This is an optimization exercise on Yosys and OpenROAD, whose aim is small area and a short achievable clock period, not a production implementation.
Function was checked by simulation only, so behaviour that the tests miss may differ from the original.
Power and IR drop assume default switching activity.

--- flow/flow/run.sh ---
#!/bin/bash
# Standard ORFS layout, but the port buffers use the smallest plain buffer
# instead of the delay cell buffer_ports picks by default.
set -euo pipefail
export BUFFER_PORTS_ARGS="-buffer_cell sky130_fd_sc_hd__buf_1"
bash standard.sh > orfs_flow.log 2>&1
--- flow/standard.sh ---
#!/bin/bash
# synth_recipe.tcl (not shown) runs the flow's synth.tcl, then flattens the netlist and writes it again
# the make line also repeats each setting of config.mk as NAME=value (left out here)
make -C /OpenROAD-flow-scripts/flow DESIGN_CONFIG=/design/flow/config.mk WORK_HOME=/design/flow/orfs CLKGATE_MAP_FILE= SYNTH_SCRIPT=/design/flow/synth_recipe.tcl "${@:-finish}"
--- flow/config.mk ---
export PLATFORM = sky130hd
export DESIGN_NAME = dispatch_top
export DESIGN_NICKNAME = dispatch_top
export VERILOG_FILES = /design/flow/design.v
export SDC_FILE = /design/flow/constraint.sdc
export NUM_CORES = 4
export LEC_CHECK = 0
export CAP_MARGIN = 20
export CORE_MARGIN = 2
export CORE_UTILIZATION = 40
export CTS_CLUSTER_DIAMETER = 200
export CTS_CLUSTER_SIZE = 30
export SETUP_SLACK_MARGIN = 4.0
export SLEW_MARGIN = 20
--- flow/constraint.sdc ---
create_clock -name core_clock -period 7.5 [get_ports {clk}]
set_input_delay 1.5000 -clock core_clock [delete_from_list [all_inputs] [get_ports {clk}]]
set_output_delay 1.5000 -clock core_clock [all_outputs]
set_load 0.01 [all_outputs]
--- flow/design.v ---
package isa_pkg;
	localparam int OPCODE_BITS = 6;
	localparam int REG_BITS = 5;
	localparam int IMM_BITS = 14;
	typedef logic [OPCODE_BITS-1:0] opcode_t;
	typedef logic [2:0] op_class_t;
	localparam op_class_t CLS_ALU = 3'd0;
	localparam op_class_t CLS_ALU0 = 3'd1;
	localparam op_class_t CLS_MULDIV = 3'd2;
	localparam op_class_t CLS_BRANCH = 3'd3;
	localparam op_class_t CLS_MEM = 3'd4;
	localparam opcode_t OP_NOP = 6'h00;
	localparam opcode_t OP_ADD = 6'h01;
	localparam opcode_t OP_SUB = 6'h02;
	localparam opcode_t OP_ADDI = 6'h03;
	localparam opcode_t OP_SHL = 6'h04;
	localparam opcode_t OP_SHLI = 6'h05;
	localparam opcode_t OP_MUL = 6'h08;
	localparam opcode_t OP_DIV = 6'h09;
	localparam opcode_t OP_BEQ = 6'h10;
	localparam opcode_t OP_LD = 6'h18;
	localparam opcode_t OP_ST = 6'h19;
	localparam int OPCODE_LSB = 26;
	function automatic op_class_t op_class_of(input opcode_t op);
		op_class_t cls;
		cls = CLS_ALU;
		case (op)
			OP_NOP, OP_ADD, OP_SUB: cls = CLS_ALU;
			OP_ADDI: cls = CLS_ALU;
			OP_SHL: cls = CLS_ALU0;
			OP_SHLI: cls = CLS_ALU0;
			OP_MUL, OP_DIV: cls = CLS_MULDIV;
			OP_BEQ: cls = CLS_BRANCH;
			OP_LD, OP_ST: cls = CLS_MEM;
			default: cls = CLS_ALU;
		endcase
		op_class_of = cls;
	endfunction
	function automatic logic op_is_imm(input opcode_t op);
		logic is_imm;
		is_imm = 1'b0;
		case (op)
			OP_ADDI, OP_SHLI, OP_BEQ, OP_LD, OP_ST: is_imm = 1'b1;
			default: is_imm = 1'b0;
		endcase
		op_is_imm = is_imm;
	endfunction
endpackage
package dispatch_pkg;
	localparam int SLOT_COUNT = 5;
	localparam int SLOT_ALU0 = 0;
	localparam int SLOT_ALU1 = 1;
	localparam int SLOT_MULDIV = 2;
	localparam int SLOT_BRANCH = 3;
	localparam int SLOT_MEM = 4;
	localparam int PREG_BITS = 7;
	localparam int OPERAND_BITS = 16;
	typedef logic [PREG_BITS-1:0] preg_t;
endpackage
`timescale 1ns/1ps
module dispatch_top #(
	parameter int ROB_ENTRIES = 8,
	parameter int RS_DEPTH = 4,
	localparam int IDX_BITS = $clog2(ROB_ENTRIES),
	localparam int NSLOT = dispatch_pkg::SLOT_COUNT,
	localparam int PW = dispatch_pkg::PREG_BITS,
	localparam int OPW = dispatch_pkg::OPERAND_BITS,
	localparam int OCW = isa_pkg::OPCODE_BITS
) (
	input  logic clk,
	input  logic rst_n,
	input  logic alloc_v,
	input  logic [31:0] alloc_instr,
	input  logic [PW-1:0] alloc_psrc1,
	input  logic [PW-1:0] alloc_psrc2,
	input  logic [PW-1:0] alloc_pdst,
	input  logic [1:0] alloc_src_ready,
	output logic alloc_ready,
	input  logic wakeup_v,
	input  logic [PW-1:0] wakeup_tag,
	input  logic [ROB_ENTRIES-1:0] stomp_mask,
	input  logic commit_v,
	input  logic [NSLOT-1:0] credit_return,
	input  logic cfg_we,
	input  logic [NSLOT-1:0] cfg_wdata,
	output logic [NSLOT-1:0] cfg_rdata,
	output logic [NSLOT-1:0] issue_v,
	output logic [NSLOT*IDX_BITS-1:0] issue_rob_idx,
	output logic [NSLOT*OCW-1:0] issue_opcode,
	output logic [NSLOT*PW-1:0] issue_pdst,
	output logic [NSLOT*PW-1:0] issue_psrc1,
	output logic [NSLOT*OPW-1:0] issue_operand2,
	output logic [NSLOT-1:0] issue_is_imm
);
	localparam int N = ROB_ENTRIES;
	localparam int IMMW = isa_pkg::IMM_BITS;
	logic [N-1:0] valid;
	logic [N-1:0] taken;        
	logic [N-1:0] stomp;
	logic [N-1:0] rdy1;
	logic [N-1:0] rdy2;
	logic [N-1:0] elig_q;       
	logic [N-1:0][OCW-1:0] op;
	logic [N-1:0][IMMW-1:0] fld;
	logic [N-1:0][PW-1:0] ps1;
	logic [N-1:0][PW-1:0] pd;
	logic [IDX_BITS-1:0] head;
	logic [IDX_BITS-1:0] tail;
	logic full;
	logic [NSLOT-1:0] iv;
	logic [NSLOT-1:0][N-1:0] pick;
	logic [NSLOT-1:0][N-1:0] pick_ns;   
	logic [NSLOT-1:0] pst;
	logic [1:0] pimm;           
	logic [NSLOT-1:0][RS_DEPTH-1:0] crd;
	logic [NSLOT-1:0] en;
	logic [N-1:0] c_alu, c_alu0, c_md, c_br, c_mem, c_imm;
	logic [N-1:0] elig, dm;
	always_comb begin
		for (int i = 0; i < N; i++) begin
			c_md[i] = (op[i][5:1] == 5'b00100);
			c_br[i] = (op[i] == 6'h10);
			c_mem[i] = (op[i][5:1] == 5'b01100);
			c_alu0[i] = (op[i][5:1] == 5'b00010);
			c_alu[i] = !(c_md[i] || c_br[i] || c_mem[i] || c_alu0[i]);
			c_imm[i] = (op[i] == 6'h03) || (op[i] == 6'h05) || c_br[i] || c_mem[i];
			dm[i] = 1'b0;
			for (int s = 0; s < NSLOT; s++)
				dm[i] = dm[i] || pick[s][i];
		end
	end
	function automatic logic [N-1:0] first_one(input logic [N-1:0] x);
		logic seen;
		seen = 1'b0;
		for (int i = 0; i < N; i++) begin
			first_one[i] = x[i] && !seen;
			seen = seen || x[i];
		end
	endfunction
	logic [NSLOT-1:0] free;
	logic [NSLOT-1:0][N-1:0] sel;
	logic [NSLOT-1:0] sel_v;
	logic [NSLOT-1:0] sel_st;
	logic [N-1:0] sel_mask;
	always_comb begin
		for (int s = 0; s < NSLOT; s++)
			free[s] = en[s] && (iv[s] ? crd[s][1] : crd[s][0]);
		elig = elig_q;
		sel[0] = free[0] ? first_one(elig & (c_alu | c_alu0)) : '0;
		sel[1] = free[1] ? first_one(elig & c_alu & ~sel[0]) : '0;
		sel[2] = free[2] ? first_one(elig & c_md) : '0;
		sel[3] = free[3] ? first_one(elig & c_br) : '0;
		sel[4] = free[4] ? first_one(elig & c_mem) : '0;
		sel_mask = '0;
		for (int s = 0; s < NSLOT; s++) begin
			sel_v[s] = |sel[s];
			sel_st[s] = |(sel[s] & stomp);
			sel_mask = sel_mask | sel[s];
		end
	end
	logic do_alloc, do_commit;
	logic [N-1:0] head_oh, tail_oh;
	logic [IDX_BITS-1:0] tail_inc;
	logic [OCW-1:0] a_op;
	logic a_imm;
	logic [IMMW-1:0] a_fld;
	always_comb begin
		for (int i = 0; i < N; i++) begin
			head_oh[i] = (head == IDX_BITS'(i));
			tail_oh[i] = (tail == IDX_BITS'(i));
		end
	end
	assign tail_inc = tail + 1'b1;
	assign alloc_ready = !full;
	assign do_alloc = alloc_v && !full;
	assign do_commit = commit_v && |(head_oh & valid & taken & ~dm);
	assign a_op = alloc_instr[31:isa_pkg::OPCODE_LSB];
	assign a_imm = (a_op == 6'h03) || (a_op == 6'h05) || (a_op == 6'h10) || (a_op[5:1] == 5'b01100);
	assign a_fld = a_imm ? alloc_instr[IMMW-1:0] : {{(IMMW - PW){1'b0}}, alloc_psrc2};
	always_ff @(posedge clk) begin
		if (!rst_n) begin
			head <= '0;
			tail <= '0;
			full <= 1'b0;
			valid <= '0;
		end else begin
			for (int i = 0; i < N; i++) begin
				if (valid[i]) begin
					if (do_commit && head_oh[i])
						valid[i] <= 1'b0;
				end else begin
					if (do_alloc && tail_oh[i])
						valid[i] <= 1'b1;
				end
			end
			if (do_commit)
				head <= head + 1'b1;
			if (do_alloc)
				tail <= tail_inc;
			full <= !do_commit && (full || (do_alloc && tail_inc == head));
		end
	end
	logic a_r1, a_r2;
	logic [N-1:0] n_r1, n_r2, n_stomp, n_imm, pre_elig;
	assign a_r1 = alloc_src_ready[0] || (wakeup_v && alloc_psrc1 == wakeup_tag);
	assign a_r2 = alloc_src_ready[1] || (wakeup_v && alloc_psrc2 == wakeup_tag);
	always_comb begin
		for (int i = 0; i < N; i++) begin
			if (valid[i]) begin
				n_r1[i] = rdy1[i] || (wakeup_v && ps1[i] == wakeup_tag);
				n_r2[i] = rdy2[i] || (wakeup_v && fld[i][PW-1:0] == wakeup_tag);
				n_stomp[i] = stomp[i] || stomp_mask[i];
				n_imm[i] = c_imm[i];
				pre_elig[i] = !taken[i] && rst_n;
			end else begin
				n_r1[i] = a_r1;
				n_r2[i] = a_r2;
				n_stomp[i] = 1'b0;
				n_imm[i] = a_imm;
				pre_elig[i] = do_alloc && tail_oh[i] && rst_n;
			end
		end
	end
	always_ff @(posedge clk) begin
		for (int i = 0; i < N; i++) begin
			if (!valid[i]) begin
				op[i] <= a_op;
				fld[i] <= a_fld;
				ps1[i] <= alloc_psrc1;
				pd[i] <= alloc_pdst;
				taken[i] <= 1'b0;
			end else begin
				taken[i] <= taken[i] || sel_mask[i];
			end
			rdy1[i] <= n_r1[i];
			rdy2[i] <= n_r2[i];
			stomp[i] <= n_stomp[i];
			elig_q[i] <= pre_elig[i] && !sel_mask[i] &&
				(n_stomp[i] || (n_r1[i] && (n_imm[i] || n_r2[i])));
		end
	end
	always_ff @(posedge clk) begin
		if (!rst_n)
			iv <= '0;
		else
			iv <= sel_v;
		pick <= sel;
		pimm[0] <= |(sel[0] & ~stomp & c_imm);
		pimm[1] <= |(sel[1] & ~stomp & c_imm);
		for (int s = 0; s < NSLOT; s++)
			pick_ns[s] <= sel[s] & ~stomp;
		pst <= sel_st;
	end
	always_ff @(posedge clk) begin
		for (int s = 0; s < NSLOT; s++) begin
			if (!rst_n)
				crd[s] <= '1;
			else if (iv[s] && !credit_return[s])
				crd[s] <= {1'b0, crd[s][RS_DEPTH-1:1]};
			else if (!iv[s] && credit_return[s])
				crd[s] <= {crd[s][RS_DEPTH-2:0], 1'b1};
		end
		if (!rst_n)
			en <= '1;
		else if (cfg_we)
			en <= cfg_wdata;
	end
	assign cfg_rdata = en;
	assign issue_v = iv;
	logic [NSLOT-1:0][OCW-1:0] x_op;
	logic [NSLOT-1:0][IMMW-1:0] x_fld;
	logic [NSLOT-1:0][PW-1:0] x_ps1;
	logic [NSLOT-1:0][PW-1:0] x_pd;
	logic [NSLOT-1:0][IDX_BITS-1:0] x_idx;
	always_comb begin
		for (int s = 0; s < NSLOT; s++) begin
			x_op[s] = '0;
			x_fld[s] = '0;
			x_ps1[s] = '0;
			x_pd[s] = '0;
			x_idx[s] = '0;
			for (int i = 0; i < N; i++) begin
				if (pick[s][i]) begin
					x_pd[s] = x_pd[s] | pd[i];
					x_idx[s] = x_idx[s] | IDX_BITS'(i);
				end
				if (pick_ns[s][i]) begin
					x_op[s] = x_op[s] | op[i];
					x_fld[s] = x_fld[s] | fld[i];
					x_ps1[s] = x_ps1[s] | ps1[i];
				end
			end
		end
	end
	always_comb begin
		for (int s = 0; s < NSLOT; s++) begin
			issue_rob_idx[s*IDX_BITS +: IDX_BITS] = x_idx[s];
			issue_pdst[s*PW +: PW] = x_pd[s];
			issue_psrc1[s*PW +: PW] = x_ps1[s];
			issue_operand2[s*OPW +: OPW] = {{(OPW - IMMW){x_fld[s][IMMW-1]}}, x_fld[s]};
		end
		issue_opcode[0 +: OCW] = x_op[0];
		issue_is_imm[0] = pimm[0];
		issue_opcode[OCW +: OCW] = x_op[1];
		issue_is_imm[1] = pimm[1];
		issue_opcode[2*OCW +: OCW] = {2'b00, !pst[2], 2'b00, x_op[2][0]};
		issue_is_imm[2] = 1'b0;
		issue_operand2[2*OPW +: OPW] = {{(OPW - PW){1'b0}}, x_fld[2][PW-1:0]};
		issue_opcode[3*OCW +: OCW] = {1'b0, !pst[3], 4'b0000};
		issue_is_imm[3] = !pst[3];
		issue_opcode[4*OCW +: OCW] = {1'b0, !pst[4], !pst[4], 2'b00, x_op[4][0]};
		issue_is_imm[4] = !pst[4];
	end
endmodule
==> results of run 1 <==
==> logic make-up (layout without fill, tap and decap cells) <==
kind of cell	Yosys count	count (layout)	synth area share
multiplexers	34	34	0.0154
other	1	22	0.000160
AO/OA/AOI/OAI	747	747	0.237
XOR/XNOR	137	137	0.0511
flip-flops	442	442	0.493
buffers and inverters	277	397	0.0499
adder cells (fa/ha/maj)	17	17	0.00906
AND/OR/NAND/NOR	608	608	0.145
==> power by group <==
part,internal [mW],switching (mW),total (mW),leakage [nW]
clock,0.482,0.760,1.24,0.250
combinational,0.147,0.274,0.422,4.12
sequential,2.72,0.250,2.96,4.34
==> flip-flops by register name (all words and copies together), names as in the netlist, 20 cells and up <==
signal,cells
pd,56
crd,20
ps1,56
op,48
fld,112
pick_ns,40
pick,40
==> synth_stat cells (5+ instances only) <==
master      n  area (µm²)
a22oi_1   590        4430
edfxtp_1  272        8170
nand4_1   179        1120
dfxtp_1   170        3400
clkbuf_1  155         582
nor2_1    114         428
xor2_1     75         657
nand2_1    69         259
xnor2_1    62         543
inv_1      58         218
nor3_1     43         215
a21oi_1    35         175
buf_4      34         255
nor2b_1    33         206
nor4_1     33         206
buf_1      27         101
nand3_1    27         135
o21ai_0    25         125
or4_1      19         143
mux2i_1    18         180
ha_1       17         213
mux2_2     16         180
a31oi_1    15        93.8
nand2b_1   14        87.6
o21a_1     14         105
or3_1      11        68.8
a41oi_1    10        87.6
and2_1     10        62.6
nor3b_1     9        67.6
or2_2       9        56.3
a311oi_1    8        70.1
nor4b_1     7        61.3
and3_1      6        37.5
nand4b_1    6        52.6
a222oi_1    5        50.1
o311ai_0    5        43.8
==> through the flow <==
stage          power, mW  instances  hold WS, ns  utilization  cell area [µm²]
2_1_floorplan       3.18       2284        0.435            -            23600
3_3_place_gp        3.40       3131        0.452        0.430            24900
3_5_place_dp        3.41       3131        0.462        0.430            24900
4_1_cts             4.61       3163        0.490        0.440            25400
5_1_grt             4.75       3169        0.511        0.443            25600
6_report            4.63       3169        0.489        0.443            25600
==> worst paths after layout <==
path / from / endpoint / slack, ns
setup / recovery: pick_ns[0]$_DFF_P_ / issue_psrc1[2] / 3.96
hold / removal: taken[3]$_SDFF_PN0_ / taken[3]$_SDFF_PN0_ / 0.49
setup reg to reg: op[15]$_DFFE_PN_ / elig_q[5]$_DFF_P_ / 4.18
hold reg to reg: taken[3]$_SDFF_PN0_ / taken[3]$_SDFF_PN0_ / 0.49
==> layout by cell type (no fill, tap or decap), drive strengths merged, types with 15 or more instances in the layout <==
cell type and n:
nand2 69, nor2 114, ha 17, nor3 44, edfxtp 272, buf 308, o21ai 26, nor2b 33
nand4 179, conb 22, xnor2 62, or4 19, nand3 27, a22oi 590, clkbuf 30, inv 59
nor4 33, a31oi 15, mux2i 18, xor2 75, a21oi 35, mux2 16, dfxtp 170, nand2b 15
==> worst register-to-register path, cell delays in order, from the launching register on <==
cell and delay [ns]:
edfxtp_1 0.54, or2_2 0.36, or4b_2 0.62, nand3_1 0.17, a21oi_1 0.08, nor3_1 0.72, nand3_1 0.38, nand2_1 0.22
nor4_1 0.07
==> layout make-up <==
type / count / area [µm²]
Sequential cell: 442 / 11600
Multi-Input combinational cell: 1565 / 10800
Clock buffer: 29 / 513
Clock inverter: 1 / 8.76
Tap cell: 765 / 957
Fill cell: 5530 / 32200
Inverter: 58 / 218
Timing Repair Buffer: 309 / 1430
==> layer usage <==
| layer | part of all wire | global-route usage | vias up |
|---|---|---|---|
| met5 | 0 | 0 | - |
| met4 | 0.060 | 0.151 | 0 |
| met3 | 0.13 | 0.0828 | 500 |
| met2 | 0.44 | 0.533 | 2130 |
| met1 | 0.37 | 0.447 | 10866 |
| li1 | - | - | 9207 |
==> timing repair <==
item                                    4_1_cts  5_1_grt
endpoints found under the setup margin       89        9
setup buffers                                 2        6
resized for setup                            24        5
pin swaps                                     1        0
==> run summary, run 1 <==
* Ports at 297
* Fin nets at 2497
* Worst path max stage delay at 0.75 ns
* Status: finished clean
* Synth Warn # at 1
* Inserted Clock Buffers at 18
* Worst EP arrival at 2.04 ns
* Vias in the first global route at 21511
* Max-cap violations at 0
* DR iter-0 viols at 3887
* Final setup viols at 0
* CTS tree: done
* Worst slew margin at 0.272
* Worst Hold Depth at 1
* Worst clock skew at 0.0180 ns
* Max Slew Vio Count at 0
* Actual slew at the worst max-slew pin at 1.08 ns
* Maximum fanout along the worst path at 27
* Synthesis-to-layout area growth at 9.05%
* CP bufs+invs at 1
* DR vias at 22703
* Share of cells above drive strength 1 at 0.0574
* Vias/cell at 7.16
* Setup WS post-layout at 3.96 ns
* ANT nets after route at 0
* Drt pass-1 iters at 10
* CP cell instances: a22oi_1, nand4_1, buf_1
* Avg Inst Size Synth at 10.4 µm²
* F_max at 282 MHz
* Rows at 88
* Post-synth ARST share at 0
* Antenna violations before repair at 2
* Dpl ws at 3.51 ns
* Die H at 246 µm
* Final setup TNS at 0 ns
* H-tree Lvls at 1
* Synth Cell Area at 0.0235 mm²
* Pin count of the biggest net entering global routing at 40
* PwrDens at 181 mW/mm²
* Seq/Total Area, Yosys at 0.493
* # diodes at 0
* Unrepaired setup endpoints after global routing: yes
* Clock Sinks at 442
* CP Capture Type: output port
* Largest delay share family, worst path: flip-flops
* Global-route wire length before repair at 151000 µm
* Drt drc at 0
* Max clock buf depth at 3
* Worst Setup Path Type: flip-flop to output port
* Number of flops mapped to enable cells by yosys at 272
* Cells after synthesis at 2263
* Crit path launch type: flip-flop
* Synth Register Bits at 442
* DPL Wire Length at 67900 µm
* Die W at 246 µm
* Synth Flop Type: edfxtp_1
* Lkg Pwr at 8.71 nW
* Clk root buf: clkbuf_16
* Initial core utilization at 0.406
* WP depth at 3
* I/O Buffers at 262
* Hold Buf Count CTS at 0
* Post-synth cell types at 71
* Core area at 0.0578 mm²
* Worst-Skew Late Latency at 0.56 ns
* Final min period at 3.54 ns
* Slowest stage cell, crit path: dfxtp_4
* Hold Path Class: flip-flop to flip-flop
* Period Utilization, post-route at 0.473
* DR WL/cell at 34.1 µm
* GRT Util Overall at 0.341
* CP required at 6.00 ns
* Wire length after detailed routing at 108000 µm
* GP Congestion at 0.950
* Clk slew on worst S/H paths at 0.12 ns
* Gr ovfl total at 0
* Die footprint at 0.0606 mm²
* Final Hold Vio Count at 0
* Maximum vdd ir drop at 0.000178 V
* Reg2Reg Depth at 8
==> run 2: changes to the inputs <==
--- a/flow/config.mk
+++ b/flow/config.mk
@@ -8,7 +8,5 @@
 export CAP_MARGIN = 20
 export CORE_MARGIN = 2
 export CORE_UTILIZATION = 40
-export CTS_CLUSTER_DIAMETER = 200
-export CTS_CLUSTER_SIZE = 30
 export SETUP_SLACK_MARGIN = 4.0
 export SLEW_MARGIN = 20
==> run 2 against run 1 <==
Against the previous run:
- first-iteration DRC count rose by 2.1%
- critical endpoint is now issue_psrc1[30]
- non-clock buffer count is 6 higher
- largest power group unchanged
- highest routed layer is now met5
- synthesized cell count is the same
- worst setup slack better by 0.025 ns
- critical path depth rose by 1
- sequential share of layout area fell by 2.3 points
==> run summary, run 2 <==
* CP cell instances: buf_4, a22oi_1, nand4_1, buf_1
* Maximum vdd ir drop at 0.000171 V (-4.3%)
* Dpl ws at 3.51 ns (unchanged)
* Avg Inst Size Synth at 10.4 µm² (unchanged)
* CTS tree: done
* FF-to-FF Start: op[1]$_DFFE_PN_
* Slowest stage cell, crit path: buf_4
* Worst Setup Path Type: flip-flop to output port
* Clk root buf: clkbuf_16
* Synthesis-to-layout area growth at 14.8%
* Global-route wire length before repair at 153000 µm (+1.4%)
* Number of flops mapped to enable cells by yosys at 272 (unchanged)
* Final setup viols at 0 (unchanged)
* GP Congestion at 0.950 (unchanged)
* Period Utilization, post-route at 0.469 (-0.00329)
* Worst Hold Endpoint: crd[18]$_SDFFE_PN1P_
* F_max at 284 MHz (+0.70%)
* Drt pass-1 iters at 10 (unchanged)
* Seq/Total Area, Yosys at 0.493 (unchanged)
* Post-synth cell types at 71 (unchanged)
* Worst-Skew Late Latency at 0.63 ns (+0.07 ns)
* Post-synth ARST share at 0 (unchanged)
* Sw frac at 0.267 (-0.00997)
* Reg2Reg Depth at 8 (unchanged)
* Drt drc at 0 (unchanged)
* Top Registers: fld: 112 flops, pd: 56 flops, ps1: 56 flops
* Final core occ at 0.466 (+0.0232)
* Post-Layout Cell Count at 3238 (+2.2%)
* Post-Place Cell Area at 0.0249 mm² (unchanged)
* Share of the synthesized area in the top cell type at 0.348 (unchanged)
* Most frequent cells in the layout: a22oi_1 (590), edfxtp_1 (272), buf_1 (262), nand4_1 (179), dfxtp_1 (147)
* Largest area contributor in the netlist: edfxtp_1
* DR WL/cell at 34.0 µm (-0.38%)
* Fin Hold WS at 0.478 ns (-0.0109 ns)
* DPL Wire Length at 67900 µm (unchanged)
* Ports at 297 (unchanged)
* Unrepaired setup endpoints after global routing: yes
* Max-cap violations at 0 (unchanged)
* DR vias at 23015 (+1.4%)
* Final min period at 3.52 ns (-0.0246 ns)
* Max clock buf depth at 3 (unchanged)
* Worst slew margin at 0.219 (-0.0529)
* Worst EP arrival at 2.02 ns (-0.02 ns)
* Antenna violations before repair at 4 (+2)
* Worst path max stage delay at 0.40 ns (-0.35 ns)
* Vias in the first global route at 22013 (+2.3%)
* Gr ovfl total at 0 (unchanged)
* Synth Cell Area at 0.0235 mm² (unchanged)
* CP Capture Type: output port
* Initial core utilization at 0.406 (unchanged)
* Core area at 0.0578 mm² (unchanged)
* Hold Path Class: flip-flop to flip-flop
* Status: finished clean
* Logic pwr share at 0.073 (-0.018)
* GRT Util Overall at 0.347 (+0.00592)
* Synth Flop Type: edfxtp_1
* Wire length after detailed routing at 110000 µm (+1.8%)
* PwrDens at 220 mW/mm² (+22%)
* R2R setup slack at 4.21 ns (+0.03 ns)
* H-tree Lvls at 2 (+1)
* Setup WS post-layout at 3.98 ns (+0.0246 ns)
* Most flop-heavy register: fld
* Die H at 246 µm (unchanged)
* Placed instance count at 3131 (unchanged)
* Worst r2r dst: elig_q[7]$_DFF_P_
* PnR Total Power at 5.93 mW (+28%)
* Clock Sinks at 442 (unchanged)
* P_int at 4.35 mW (+30%)
* Max FFs per register at 112 (unchanged)
* Max Slew Vio Count at 0 (unchanged)
* Final setup TNS at 0 ns (unchanged)
* Die footprint at 0.0606 mm² (unchanged)
* Post-synth top cells: a22oi_1 (590), edfxtp_1 (272), nand4_1 (179)
* NetSw at 1.59 mW (+24%)
* Filler cells at 5409 (-2.2%)
* Pin count of the biggest net entering global routing at 40 (unchanged)
* Die W at 246 µm (unchanged)
* Top-count cell post-synth: a22oi_1
* Cells after synthesis at 2263 (unchanged)
* Clk pwr share at 0.427 (+0.159)
* Inserted Clock Buffers at 50 (+32)
* Worst Hold Launch: crd[18]$_SDFFE_PN1P_
* CP required at 6.00 ns (about the same)
* # diodes at 0 (unchanged)
* I/O Buffers at 262 (unchanged)
* Largest delay share family, worst path: buffers and inverters
* ANT nets after route at 0 (unchanged)
* Final instance area at 0.0269 mm² (+5.2%)
* Clk slew on worst S/H paths at 0.06 ns (-0.06 ns)
* Hold Buf Count CTS at 0 (unchanged)
* Lkg Pwr at 9.35 nW (+7.3%)
* Rows at 88 (unchanged)
* Commonest non-fill, non-tap cell in the layout: a22oi_1
* Sequential Power Share at 0.500 (-0.141)
* Share of cells above drive strength 1 at 0.0829 (+0.0255)
* Top post-synthesis cells by area: edfxtp_1 (35%), a22oi_1 (19%), dfxtp_1 (15%), nand4_1 (4.8%), xor2_1 (2.8%)
* Worst Hold Depth at 2 (+1)
* Worst clock skew at 0.0204 ns (+0.00235 ns)
* Actual slew at the worst max-slew pin at 1.16 ns (+0.0786 ns)
* Vias/cell at 7.11 (-0.79%)
* Fin nets at 2535 (+1.5%)
* Synth Warn # at 1 (unchanged)
* Synth Register Bits at 442 (unchanged)
* Maximum fanout along the worst path at 22 (-19%)
* CP bufs+invs at 2 (+1)
* DR iter-0 viols at 3967 (+2.1%)
* Crit path launch type: flip-flop
* Final Hold Vio Count at 0 (unchanged)
-- run 2: cell count changes in the layout (fill, tap and decap cells not counted), sizes merged --
cell	previous run	this run
clkbuf	30	68
clkinv	0	12
buf	308	315
clkinvlp	0	6
bufinv	0	3
inv	59	62
-- run 2: per-layer routing --
layer	vias to the layer above	track usage	share of wire
met5	-	0	0.00012
met4	2	0.183	0.065
met3	572	0.0907	0.14
met2	2129	0.535	0.44
met1	10993	0.446	0.36
li1	9319	-	-
-- run 2: timing repair --
item / in CTS / in global routing
pin swaps: 1 / 1
resized for setup: 25 / 7
buffers inserted: 4 / 10
setup endpoints to repair: 89 / 12
-- run 2: worst max path at each step --
stage | startpoint | endpoint | slack (ns) | depth (start not counted)
after floorplan | wakeup_tag[6] | elig_q[7]$_DFF_P_ | 4.00 | 9
after global placement | wakeup_tag[0] | elig_q[7]$_DFF_P_ | 3.49 | 8
after detailed placement | wakeup_tag[0] | elig_q[7]$_DFF_P_ | 3.51 | 8
after CTS | pick_ns[0]$_DFF_P_ | issue_psrc1[0] | 4.00 | 3
after global routing | pick_ns[10]$_DFF_P_ | issue_opcode[11] | 4.00 | 4
final | pick_ns[35]$_DFF_P_ | issue_psrc1[30] | 3.98 | 4
-- run 2: logic make-up (layout without fill, tap and decap cells) --
kind of cell / count (synthesis) / after routing / share of synthesized area
AOI/OAI and AO/OA: 747 / 747 / 0.237
and+or+nand+nor: 608 / 608 / 0.145
DFF: 442 / 442 / 0.493
buffers and inverters: 277 / 466 / 0.0499
xor gates and xnor gates: 137 / 137 / 0.0511
muxes: 34 / 34 / 0.0154
adders and majority gates: 17 / 17 / 0.00906
other: 1 / 22 / 0.000160
-- run 2: tightest hold or removal path, delay by kind of cell, from the launching register on --
family / cells / cell delay [ns]
flops: 1 / 0.33
mux: 1 / 0.07
simple gates: 1 / 0.05
-- run 2: power groups by stage --
stage               combinational [mW]  sequential [mW]  clock, mW
floorplan                        0.284             2.89          0
global placement                 0.401             3.00          0
detailed placement               0.406             3.01          0
CTS                              0.411             2.95       2.55
global route                     0.459             2.97       2.65
finish                           0.434             2.97       2.53
-- run 2: cell type report --
type,count,area [µm²],area share
tap,765,957,0.0355
clock inverter,25,268,0.00994
clock buffer,68,1450,0.0538
multi-input combinational,1565,10800,0.402
inverter,58,218,0.00808
sequential,442,11600,0.432
timing repair buffer,315,1580,0.0587
==> run 3: changes to the inputs <==
--- a/flow/config.mk
+++ b/flow/config.mk
@@ -8,5 +8,5 @@
 export CAP_MARGIN = 20
 export CORE_MARGIN = 2
 export CORE_UTILIZATION = 40
-export SETUP_SLACK_MARGIN = 4.0
+export SETUP_SLACK_MARGIN = 3.0
 export SLEW_MARGIN = 20
==> run 3 against run 2 <==
Against the previous run:
- still clean
- sequential power barely moved
- critical path depth fell by 1
- global-route usage rose by 0.86 points
==> run summary, run 3 <==
* Worst-Skew Late Latency at 0.62 ns (about the same)
* Avg Inst Size Synth at 10.4 µm² (unchanged)
* Post-Place Cell Area at 0.0248 mm² (-0.17%)
* DR WL/cell at 34.5 µm (+1.4%)
* Ports at 297 (unchanged)
* Synthesis-to-layout area growth at 12.9%
* Clk root buf: clkbuf_16
* Top Registers: fld: 112 flops, pd: 56 flops, ps1: 56 flops
* Share of the synthesized area in the top cell type at 0.348 (unchanged)
* Worst path max stage delay at 1.13 ns (+0.73 ns)
* Multi-input logic area at 0.0108 mm² (-0.10%)
* Drt pass-1 iters at 9 (-1)
* Die H at 246 µm (unchanged)
* Largest delay share family, worst path: flip-flops
* Worst clock skew at 0.0357 ns (+0.0153 ns)
* Final Hold Vio Count at 0 (unchanged)
* Most flop-heavy register: fld
* Number of flops mapped to enable cells by yosys at 272 (unchanged)
* F_max at 247 MHz (-13%)
* Synth Flop Type: edfxtp_1
* Setup WS post-layout at 3.45 ns (-0.532 ns)
* Commonest non-fill, non-tap cell in the layout: a22oi_1
* CP Capture Type: output port
* Post-synth top cells: a22oi_1 (590), edfxtp_1 (272), nand4_1 (179)
* Maximum vdd ir drop at 0.000168 V (-1.6%)
* Worst Setup Path Type: flip-flop to output port
* Max clock buf depth at 3 (unchanged)
* Max-cap violations at 0 (unchanged)
* Top post-synthesis cells by area: edfxtp_1 (35%), a22oi_1 (19%), dfxtp_1 (15%), nand4_1 (4.8%), xor2_1 (2.8%)
* Die W at 246 µm (unchanged)
* Post-synth ARST share at 0 (unchanged)
* Slowest stage cell, crit path: dfxtp_2
* CP bufs+invs at 1 (-1)
* Clk slew on worst S/H paths at 0.06 ns (about the same)
* Gr ovfl total at 0 (unchanged)
* Post-CTS Setup Repair Bufs at 0 (-4)
* Core area at 0.0578 mm² (unchanged)
* ANT nets after route at 0 (unchanged)
* Lkg Pwr at 9.17 nW (-1.9%)
* Die footprint at 0.0606 mm² (unchanged)
* Synth Cell Area at 0.0235 mm² (unchanged)
* I/O Buffers at 262 (unchanged)
* Sw frac at 0.261 (-0.00652)
* Status: finished clean
* Final core occ at 0.459 (-0.00738)
* Reg2Reg Depth at 8 (unchanged)
* Final setup viols at 0 (unchanged)
* Seq/Total Area, Yosys at 0.493 (unchanged)
* GRT Util Overall at 0.356 (+0.00857)
* Hold Path Class: flip-flop to flip-flop
* GP Congestion at 0.966 (+1.7%)
* Final instance area at 0.0265 mm² (-1.6%)
* Actual slew at the worst max-slew pin at 1.24 ns (+0.0827 ns)
* Crit path launch type: flip-flop
* Clk pwr share at 0.427 (about the same)
* Dpl ws at 3.38 ns (-0.131 ns)
* Max Slew Vio Count at 0 (unchanged)
* Final min period at 4.05 ns (+0.532 ns)
* Post-synth cell types at 71 (unchanged)
* CTS tree: done
* Largest area contributor in the netlist: edfxtp_1
* FF-to-FF Start: op[12]$_DFFE_PN_
* Cells after synthesis at 2263 (unchanged)
* Worst Hold Depth at 2 (unchanged)
* Period Utilization, post-route at 0.540 (+0.0710)
* Rows at 88 (unchanged)
* Worst Hold Launch: crd[6]$_SDFFE_PN1P_
* Logic pwr share at 0.071 (-0.002)
* Maximum fanout along the worst path at 27 (+23%)
* H-tree Lvls at 2 (unchanged)
* Wire length after detailed routing at 111000 µm (+0.70%)
* NetSw at 1.55 mW (-2.5%)
* Clock Sinks at 442 (unchanged)
* Worst EP arrival at 2.55 ns (+0.53 ns)
* Vias in the first global route at 22243 (+1.0%)
* Worst slew margin at 0.171 (-0.0480)
* Global-route wire length before repair at 156000 µm (+1.7%)
* Vias/cell at 7.14 (+0.43%)
* Fin nets at 2513 (-0.87%)
* DR iter-0 viols at 4017 (+1.3%)
* P_int at 4.38 mW (+0.80%)
* DR vias at 22957 (-0.25%)
* Max FFs per register at 112 (unchanged)
* Pin count of the biggest net entering global routing at 40 (unchanged)
* Unrepaired setup endpoints after global routing: no
* Hold Buf Count CTS at 0 (unchanged)
* PwrDens at 224 mW/mm² (+1.5%)
* Share of cells above drive strength 1 at 0.0719 (-0.0110)
* Drt drc at 0 (unchanged)
* Worst r2r dst: elig_q[7]$_DFF_P_
* Synth Register Bits at 442 (unchanged)
* Most frequent cells in the layout: a22oi_1 (590), edfxtp_1 (272), buf_1 (262), nand4_1 (179), dfxtp_1 (149)
* DPL Wire Length at 69000 µm (+1.6%)
* Synth Warn # at 1 (unchanged)
* CP cell instances: a22oi_1, nand4_1, buf_1
* R2R setup slack at 3.93 ns (-0.28 ns)
* Filler cells at 5467 (+1.1%)
* Worst Hold Endpoint: crd[6]$_SDFFE_PN1P_
* Inserted Clock Buffers at 49 (-2.0%)
* Sequential Power Share at 0.502 (+0.002)
* Final setup TNS at 0 ns (unchanged)
* Initial core utilization at 0.406 (unchanged)
* CP required at 6.00 ns (about the same)
* Top-count cell post-synth: a22oi_1
* Register area at 0.0116 mm² (-0.32%)
* Post-CTS Resized at 0 (-100%)
* Antenna violations before repair at 4 (unchanged)
run 3: cell count changes in the layout (fill, tap and decap cells not counted), moves of 3 or more:
cell / previous run / this run
buf_12: 3 / 0
buf_16: 6 / 0
buf_4: 35 / 32
buf_6: 7 / 0
bufinv_16: 3 / 6
clkbuf_16: 55 / 52
clkinvlp_4: 6 / 1
dfxtp_2: 9 / 21
dfxtp_4: 14 / 0
run 3: metrics by stage:
| step | std cells | hold WS [ns] | total power, mW |
|---|---|---|---|
| floorplan | 2284 | 0.435 | 3.18 |
| global placement | 3124 | 0.452 | 3.41 |
| detailed placement | 3124 | 0.466 | 3.42 |
| CTS | 3214 | 0.482 | 5.92 |
| global route | 3215 | 0.521 | 6.09 |
| finish | 3216 | 0.474 | 5.93 |
run 3: tightest hold or removal path, cell delays in order (launching register included):
cell and delay (ns):
dfxtp_1 0.32, mux2i_1 0.07, nand2_1 0.06
run 3: kinds of logic after synthesis:
family	count (synthesis)	synth area share
mux	34	0.0154
flops	442	0.493
compound gates	747	0.237
fa+ha+maj	17	0.00906
other cells	1	0.000160
simple gates	608	0.145
buf+inv	277	0.0499
xor+xnor	137	0.0511
run 3: power by group through the flow:
stage	logic, mW	clock network (mW)	registers [mW]
global placement	0.404	0	3.01
finish	0.420	2.53	2.98
global route	0.447	2.65	2.98
CTS	0.411	2.55	2.96
floorplan	0.283	0	2.89
detailed placement	0.409	0	3.01
run 3: layer usage:
metal / up-vias / share of wire / GRT usage
met4: 6 / 0.068 / 0.205
met1: 10940 / 0.36 / 0.451
met5: - / 0.00067 / 0.00654
met2: 2160 / 0.44 / 0.540
li1: 9280 / - / -
met3: 571 / 0.14 / 0.102
run 3: worst max path at each step:
stage | endpoint | from | slack [ns] | depth (start not counted)
after floorplan | elig_q[7]$_DFF_P_ | wakeup_tag[0] | 3.89 | 9
after global placement | elig_q[7]$_DFF_P_ | wakeup_tag[0] | 3.47 | 8
after detailed placement | elig_q[7]$_DFF_P_ | wakeup_tag[0] | 3.38 | 9
after CTS | issue_psrc1[0] | pick_ns[1]$_DFF_P_ | 3.60 | 3
after global routing | issue_psrc1[6] | pick_ns[6]$_DFF_P_ | 3.51 | 3
final | issue_psrc1[0] | pick_ns[1]$_DFF_P_ | 3.45 | 3
run 3: area by class of cell:
| type | instances | area share |
|---|---|---|
| antenna | 2 | 0.000189 |
| clock buffer | 67 | 0.0525 |
| clock inverter | 23 | 0.0113 |
| inverter | 58 | 0.00821 |
| multi-input combinational | 1565 | 0.408 |
| sequential | 442 | 0.437 |
| tap | 765 | 0.0361 |
| timing repair buffer | 294 | 0.0462 |
==> run 4: changes to the inputs <==
--- a/flow/config.mk
+++ b/flow/config.mk
@@ -8,5 +8,5 @@
 export CAP_MARGIN = 20
 export CORE_MARGIN = 2
 export CORE_UTILIZATION = 40
-export SETUP_SLACK_MARGIN = 3.0
+export SETUP_SLACK_MARGIN = 4.4
 export SLEW_MARGIN = 20
==> run 4 against run 3 <==
Against the previous run:
- total power grew 3.7%
- first-iteration DRC count up 23%
- clock power about the same
- critical endpoint is now issue_pdst[3]
- largest power group unchanged
==> run summary, run 4 <==
* Period Utilization, post-route at 0.477 (-0.0630)
* Number of flops mapped to enable cells by yosys at 272 (unchanged)
* Most frequent cells in the layout: a22oi_2 (364), edfxtp_1 (272), buf_4 (252), a22oi_1 (226), nand4_1 (179)
* Drt drc at 0 (unchanged)
* DR vias at 26582 (+16%)
* Unrepaired setup endpoints after global routing: yes
* Largest delay share family, worst path: flip-flops
* Max-cap violations at 0 (unchanged)
* Register area at 0.0118 mm² (+2.0%)
* Lkg Pwr at 12.7 nW (+38%)
* DR WL/cell at 36.4 µm (+5.5%)
* Final setup viols at 0 (unchanged)
* Avg Inst Size Synth at 10.4 µm² (unchanged)
* Synthesis-to-layout area growth at 44.9%
* DR iter-0 viols at 4945 (+23%)
* Post-Layout Cell Count at 3621 (+13%)
* Global-route wire length before repair at 173000 µm (+11%)
* Top Registers: fld: 112 flops, pd: 56 flops, ps1: 56 flops
* Synth Warn # at 1 (unchanged)
* Clk slew on worst S/H paths at 0.06 ns (about the same)
* I/O Buffers at 262 (unchanged)
* Maximum vdd ir drop at 0.000169 V (+0.92%)
* F_max at 279 MHz (+13%)
* Vias/cell at 7.34 (+2.8%)
* Worst clock skew at 0.0419 ns (+0.00615 ns)
* Placed instance count at 3133 (+0.29%)
* CP Capture Type: output port
* Synth Cell Area at 0.0235 mm² (unchanged)
* Actual slew at the worst max-slew pin at 0.889 ns (-0.354 ns)
* Status: finished clean
* Max Slew Vio Count at 0 (unchanged)
* DPL Wire Length at 68000 µm (-1.5%)
* Post-synth cell types at 71 (unchanged)
* Share of cells above drive strength 1 at 0.418 (+0.346)
* Clk root buf: clkbuf_16
* Top post-synthesis cells by area: edfxtp_1 (35%), a22oi_1 (19%), dfxtp_1 (15%), nand4_1 (4.8%), xor2_1 (2.8%)
* Rows at 88 (unchanged)
* Maximum fanout along the worst path at 5 (-81%)
* Synth Register Bits at 442 (unchanged)
* Wire length after detailed routing at 132000 µm (+19%)
* H-tree Lvls at 2 (unchanged)
* Worst Hold Depth at 2 (unchanged)
* Initial core utilization at 0.406 (unchanged)
* Post-synth top cells: a22oi_1 (590), edfxtp_1 (272), nand4_1 (179)
* Final setup TNS at 0 ns (unchanged)
* Die W at 246 µm (unchanged)
* Slowest stage cell, crit path: edfxtp_1
* Clock Sinks at 442 (unchanged)
* Inserted Clock Buffers at 49 (unchanged)
* Antenna violations before repair at 2 (-2)
* Post-synth ARST share at 0 (unchanged)
* PnR Total Power at 6.15 mW (+3.7%)
* Worst EP arrival at 2.08 ns (-0.47 ns)
* Worst path max stage delay at 0.55 ns (-0.58 ns)
* Share of the synthesized area in the top cell type at 0.348 (unchanged)
* Die footprint at 0.0606 mm² (unchanged)
* Worst Setup Path Type: flip-flop to output port
* GP Congestion at 0.951 (-1.6%)
* Hold Path Class: flip-flop to flip-flop
* Worst-Skew Late Latency at 0.63 ns (about the same)
* Cells after synthesis at 2263 (unchanged)
* Max clock buf depth at 3 (unchanged)
* Core area at 0.0578 mm² (unchanged)
* Fin nets at 2919 (+16%)
* Max FFs per register at 112 (unchanged)
* Filler cells at 4560 (-17%)
* CTS tree: done
* Worst slew margin at 0.401 (+0.230)
* CP required at 6.00 ns (about the same)
* Gr ovfl total at 0 (unchanged)
* Drt pass-1 iters at 10 (+1)
* Crit path launch type: flip-flop
* Vias in the first global route at 24053 (+8.1%)
* Ports at 297 (unchanged)
* Final Hold Vio Count at 0 (unchanged)
* Final min period at 3.58 ns (-0.473 ns)
* ANT nets after route at 0 (unchanged)
* Reg2Reg Depth at 10 (+2)
* CP bufs+invs at 2 (+1)
* Most flop-heavy register: fld
* GRT Util Overall at 0.397 (+0.0413)
* Multi-input logic area at 0.0128 mm² (+18%)
* Commonest non-fill, non-tap cell in the layout: a22oi_2
* CP cell instances: buf_4, a22oi_2, nand4_1, buf_2
* PwrDens at 181 mW/mm² (-19%)
* Die H at 246 µm (unchanged)
* Seq/Total Area, Yosys at 0.493 (unchanged)
* WP depth at 4 (+1)
* Largest area contributor in the netlist: edfxtp_1
* Pin count of the biggest net entering global routing at 40 (unchanged)
* Synth Flop Type: edfxtp_1
* Top-count cell post-synth: a22oi_1
[run 4: changes by cell type in the layout (fill, tap and decap cells not counted), moves of 64 or more]
cell / previous run / this run
a22oi_1: 590 / 226
a22oi_2: 0 / 364
buf_1: 262 / 98
buf_2: 0 / 131
buf_4: 32 / 252
buf_6: 0 / 91
dfxtp_4: 0 / 64
[run 4: power by group]
| group | total [mW] | switching [mW] | internal (mW) |
|---|---|---|---|
| clock | 2.52 | 1.09 | 1.42 |
| sequential | 2.96 | 0.262 | 2.70 |
| combinational | 0.668 | 0.381 | 0.287 |
[run 4: tightest hold or removal path, delay by kind of cell, from the launching register on]
kind / cells / cell delay, ns
flops: 1 / 0.32
simple gates: 1 / 0.06
mux: 1 / 0.07
[run 4: path summary, 6_finish.rpt]
kind / slack, ns / startpoint / to
hold / removal: 0.48 / crd[10]$_SDFFE_PN1P_ / crd[10]$_SDFFE_PN1P_
hold reg to reg: 0.48 / crd[10]$_SDFFE_PN1P_ / crd[10]$_SDFFE_PN1P_
setup / recovery: 3.92 / pd[45]$_DFFE_PN_ / issue_pdst[3]
setup reg to reg: 4.40 / op[12]$_DFFE_PN_ / elig_q[7]$_DFF_P_
[run 4: metrics by stage]
step / util / worst slack [ns] / instance area [µm²] / hold WS, ns
2_1_floorplan: - / 4.31 / 23700 / 0.435
3_3_place_gp: 0.431 / 3.57 / 24900 / 0.452
3_5_place_dp: 0.431 / 3.54 / 24900 / 0.468
4_1_cts: 0.540 / 4.13 / 31200 / 0.483
5_1_grt: 0.588 / 3.89 / 34000 / 0.501
6_report: 0.588 / 3.92 / 34000 / 0.476
[run 4: kinds of logic (layout without fill, tap and decap cells)]
family | count (synthesis) | after routing | share of synthesized area
compound gates | 747 | 747 | 0.237
flops | 442 | 442 | 0.493
buf+inv | 277 | 847 | 0.0499
other cells | 1 | 24 | 0.000160
xor+xnor | 137 | 137 | 0.0511
mux | 34 | 34 | 0.0154
simple gates | 608 | 608 | 0.145
fa+ha+maj | 17 | 17 | 0.00906
[run 4: layer usage]
metal	up-vias	GRT usage	routed length, µm
met5	-	0	142
met1	12572	0.488	44400
met2	2861	0.577	52900
met4	6	0.280	13200
met3	1037	0.141	21000
li1	10106	-	-
[run 4: final cells by class]
type	instances	area share
Antenna cell	2	0.000147
Clock buffer	59	0.0393
Clock inverter	30	0.00920
Inverter	58	0.00640
Multi-Input combinational cell	1565	0.376
Sequential cell	442	0.348
Tap cell	765	0.0281
Timing Repair Buffer	700	0.193
[run 4: what timing repair did]
action / 4_1_cts / 5_1_grt
resized for setup: 502 / 430
pin swaps: 178 / 218
cloned: 23 / 12
setup buffers: 247 / 115
endpoints found under the hold margin: 0 / 0
setup endpoints to repair: 186 / 185
hold buffers: 0 / 0
==> run 5: changes to the inputs <==
--- a/flow/config.mk
+++ b/flow/config.mk
@@ -7,6 +7,8 @@
 export LEC_CHECK = 0
 export CAP_MARGIN = 20
 export CORE_MARGIN = 2
-export CORE_UTILIZATION = 40
-export SETUP_SLACK_MARGIN = 4.4
+export CORE_UTILIZATION = 55
+export CTS_CLUSTER_DIAMETER = 150
+export CTS_CLUSTER_SIZE = 24
+export SETUP_SLACK_MARGIN = 4.0
 export SLEW_MARGIN = 20
==> run 5 against run 4 <==
Against the previous run:
- still clean
- via count is 13% lower
- clock skew down 0.017 ns
- total power down 23%
- clock-buffer cell count down 22
- synthesized area unchanged
- core utilization up 1.4 points
==> run summary, run 5 <==
* Synth Flop Type: edfxtp_1
* GP Congestion at 1.03 (+8.6%)
* Hold Buf Count CTS at 0 (unchanged)
* Worst slew margin at 0.154 (-0.247)
* Number of flops mapped to enable cells by yosys at 272 (unchanged)
* Clk pwr share at 0.290 (-0.119)
* Status: finished clean
* CP required at 6.00 ns (about the same)
* Most flop-heavy register: fld
* ANT nets after route at 0 (unchanged)
* Die W at 211 µm (-14%)
* Max-cap violations at 0 (unchanged)
* DR WL/cell at 34.6 µm (-4.8%)
* Worst Hold Depth at 2 (unchanged)
* Drt pass-1 iters at 11 (+1)
* I/O Buffers at 262 (unchanged)
* NetSw at 1.31 mW (-24%)
* Sw frac at 0.276 (-0.00625)
* Seq/Total Area, Yosys at 0.493 (unchanged)
* Max FFs per register at 112 (unchanged)
* Worst path max stage delay at 0.80 ns (+0.25 ns)
* DPL Wire Length at 63100 µm (-7.2%)
* Hold Path Class: flip-flop to flip-flop
* CP cell instances: a22oi_1, nand4_1, buf_1
* Top post-synthesis cells by area: edfxtp_1 (35%), a22oi_1 (19%), dfxtp_1 (15%), nand4_1 (4.8%), xor2_1 (2.8%)
* Synth Register Bits at 442 (unchanged)
* Largest area contributor in the netlist: edfxtp_1
* Share of cells above drive strength 1 at 0.0573 (-0.361)
* Final min period at 3.51 ns (-0.0670 ns)
* PnR Total Power at 4.76 mW (-23%)
* Worst clock skew at 0.0253 ns (-0.0166 ns)
* Synth Cell Area at 0.0235 mm² (unchanged)
* Post-Place Cell Area at 0.0246 mm² (-1.3%)
* Gr ovfl total at 0 (unchanged)
* CTS tree: done
* Top-count cell post-synth: a22oi_1
* Synthesis-to-layout area growth at 7.88%
* Period Utilization, post-route at 0.468 (-0.00893)
* Initial core utilization at 0.558 (+0.152)
* Die footprint at 0.0443 mm² (-27%)
* Share of the synthesized area in the top cell type at 0.348 (unchanged)
* Post-synth cell types at 71 (unchanged)
* Commonest non-fill, non-tap cell in the layout: a22oi_1
* H-tree Lvls at 1 (-1)
* Max clock buf depth at 3 (unchanged)
* Dpl ws at 3.40 ns (-0.138 ns)
* Final setup TNS at 0 ns (unchanged)
* Setup WS post-layout at 3.99 ns (+0.0670 ns)
* Drt drc at 0 (unchanged)
* Lkg Pwr at 8.71 nW (-31%)
* Worst EP arrival at 2.01 ns (-0.07 ns)
* Crit path launch type: flip-flop
* Logic pwr share at 0.087 (-0.022)
* Clk slew on worst S/H paths at 0.10 ns (+0.04 ns)
* Rows at 75 (-15%)
* Antenna violations before repair at 1 (-1)
* Synth Warn # at 1 (unchanged)
* Wire length after detailed routing at 102000 µm (-23%)
* Most frequent cells in the layout: a22oi_1 (590), edfxtp_1 (272), buf_1 (262), nand4_1 (179), dfxtp_1 (150)
* CP Capture Type: output port
* Worst-Skew Late Latency at 0.58 ns (-0.05 ns)
* Maximum fanout along the worst path at 27 (+22)
* Post-synth ARST share at 0 (unchanged)
* P_int at 3.44 mW (-22%)
* Final instance area at 0.0253 mm² (-26%)
* Unrepaired setup endpoints after global routing: no
* Worst Setup Path Type: flip-flop to output port
* F_max at 285 MHz (+1.9%)
* GRT Util Overall at 0.441 (+0.0444)
* # diodes at 0 (-2)
* Maximum vdd ir drop at 0.000221 V (+31%)
* Clk root buf: clkbuf_16
* DR vias at 23046 (-13%)
* Final Hold Vio Count at 0 (unchanged)
* Die H at 211 µm (-14%)
* Max Slew Vio Count at 0 (unchanged)
* Vias in the first global route at 21469 (-11%)
* Inserted Clock Buffers at 22 (-55%)
* Cells after synthesis at 2263 (unchanged)
* Post-synth top cells: a22oi_1 (590), edfxtp_1 (272), nand4_1 (179)
* DR iter-0 viols at 4989 (+0.89%)
* Global-route wire length before repair at 144000 µm (-17%)
* Vias/cell at 7.82 (+6.6%)
* Ports at 297 (unchanged)
* PwrDens at 188 mW/mm² (+3.9%)
* Top Registers: fld: 112 flops, pd: 56 flops, ps1: 56 flops
* Core area at 0.0420 mm² (-27%)
* Avg Inst Size Synth at 10.4 µm² (unchanged)
* Actual slew at the worst max-slew pin at 1.26 ns (+0.369 ns)
* Clock Sinks at 442 (unchanged)
* Fin nets at 2496 (-14%)
* Sequential Power Share at 0.623 (+0.141)
* Reg2Reg Depth at 9 (-1)
* Final setup viols at 0 (unchanged)
* Pin count of the biggest net entering global routing at 39 (-2.5%)
* Slowest stage cell, crit path: dfxtp_4
-- run 5: cell families after synthesis --
group	Yosys count	synth area share
flops	442	0.493
compound gates	747	0.237
fa+ha+maj	17	0.00906
simple gates	608	0.145
xor+xnor	137	0.0511
other cells	1	0.000160
buf+inv	277	0.0499
mux	34	0.0154
-- run 5: final timing paths --
kind / slack [ns] / from / to
worst min register to register: 0.48 / crd[18]$_SDFFE_PN1P_ / crd[18]$_SDFFE_PN1P_
worst min-delay path: 0.48 / crd[18]$_SDFFE_PN1P_ / crd[18]$_SDFFE_PN1P_
worst max register to register: 4.25 / op[12]$_DFFE_PN_ / elig_q[7]$_DFF_P_
worst max-delay path: 3.99 / pick_ns[2]$_DFF_P_ / issue_psrc1[6]
-- run 5: worst max-delay path: cells and delay by family, from the launching register on --
kind / cells / cell delay, ns
AO/OA/AOI/OAI: 1 / 0.19
buffers and inverters: 1 / 0.19
flip-flops: 1 / 0.80
AND/OR/NAND/NOR: 1 / 0.26
-- run 5: power by group through the flow --
stage	Clock, mW	Sequential, mW	Combinational, mW
5_1_grt	1.46	2.97	0.437
6_report	1.38	2.96	0.413
2_1_floorplan	0	2.89	0.284
3_3_place_gp	0	3.00	0.389
3_5_place_dp	0	3.00	0.393
4_1_cts	1.38	2.94	0.395
-- run 5: layout make-up --
cell class	count	area, µm²
multi-input combinational	1565	10800
timing repair buffer	304	1320
sequential	442	11600
inverter	58	218
clock buffer	37	628
tap	539	674
fill	3554	16700
clock inverter	1	16.3
-- run 5: repair_timing --
item / CTS / global route
endpoints found under the setup margin: 74 / 5
gates resized for setup: 21 / 5
setup buffers: 0 / 3
pin swaps: 0 / 1
-- run 5: through the flow --
| stage | hold WS [ns] | std cells | utilization |
|---|---|---|---|
| after floorplan | 0.435 | 2284 | - |
| after global placement | 0.452 | 2905 | 0.584 |
| after detailed placement | 0.458 | 2905 | 0.584 |
| after CTS | 0.482 | 2943 | 0.601 |
| after global routing | 0.501 | 2946 | 0.602 |
| final | 0.482 | 2946 | 0.602 |
-- run 5: metal layers --
layer | share of wire | vias to the layer above | wire length, µm | global-route usage
met4 | 0.065 | 0 | 6640 | 0.205
met1 | 0.35 | 10786 | 35400 | 0.583
li1 | - | 9202 | - | -
met2 | 0.43 | 2432 | 43400 | 0.663
met3 | 0.16 | 626 | 16600 | 0.138
met5 | 0 | - | 0 | 0.00556

==> port drivers added, routing unchanged <==
Ports are ideal in the flow. The routed layouts listed here were re-timed in OpenROAD.
Step 1 assumes that a clkbuf_16 drives the clock port and a buf_2 every other input.
Step 2 moves the port delays by t, midway between the first and last clock arrival at a register: inputs arrive t later, outputs are due t later. That takes back most of the time a late clock gives input paths.
Three values: no drivers, after step 1, after step 2; two values: the first two.
| run | t, ns | setup WS [ns] | worst setup path after step 2 | worst data-port slew with drivers (ns) | pins driven straight from the clock port |
|---|---|---|---|---|---|
| run 1 | 0.617 | 3.955 / 3.896 / 3.445 | input to register | 0.06 | 1 |
| run 2 | 0.681 | 3.980 / 3.917 / 3.411 | input to register | 0.05 | 1 |
| run 3 | 0.663 | 3.448 / 3.391 / 3.252 | input to register | 0.12 | 1 |
| run 4 | 0.666 | 3.920 / 3.862 / 3.747 | input to register | 0.06 | 1 |
| run 5 | 0.631 | 3.987 / 3.926 / 3.434 | input to register | 0.05 | 1 |
After both steps every run listed still meets setup and hold. The setup slack of run 2, which loses most, moves by -0.063 ns with the drivers and by -0.569 ns with both steps.
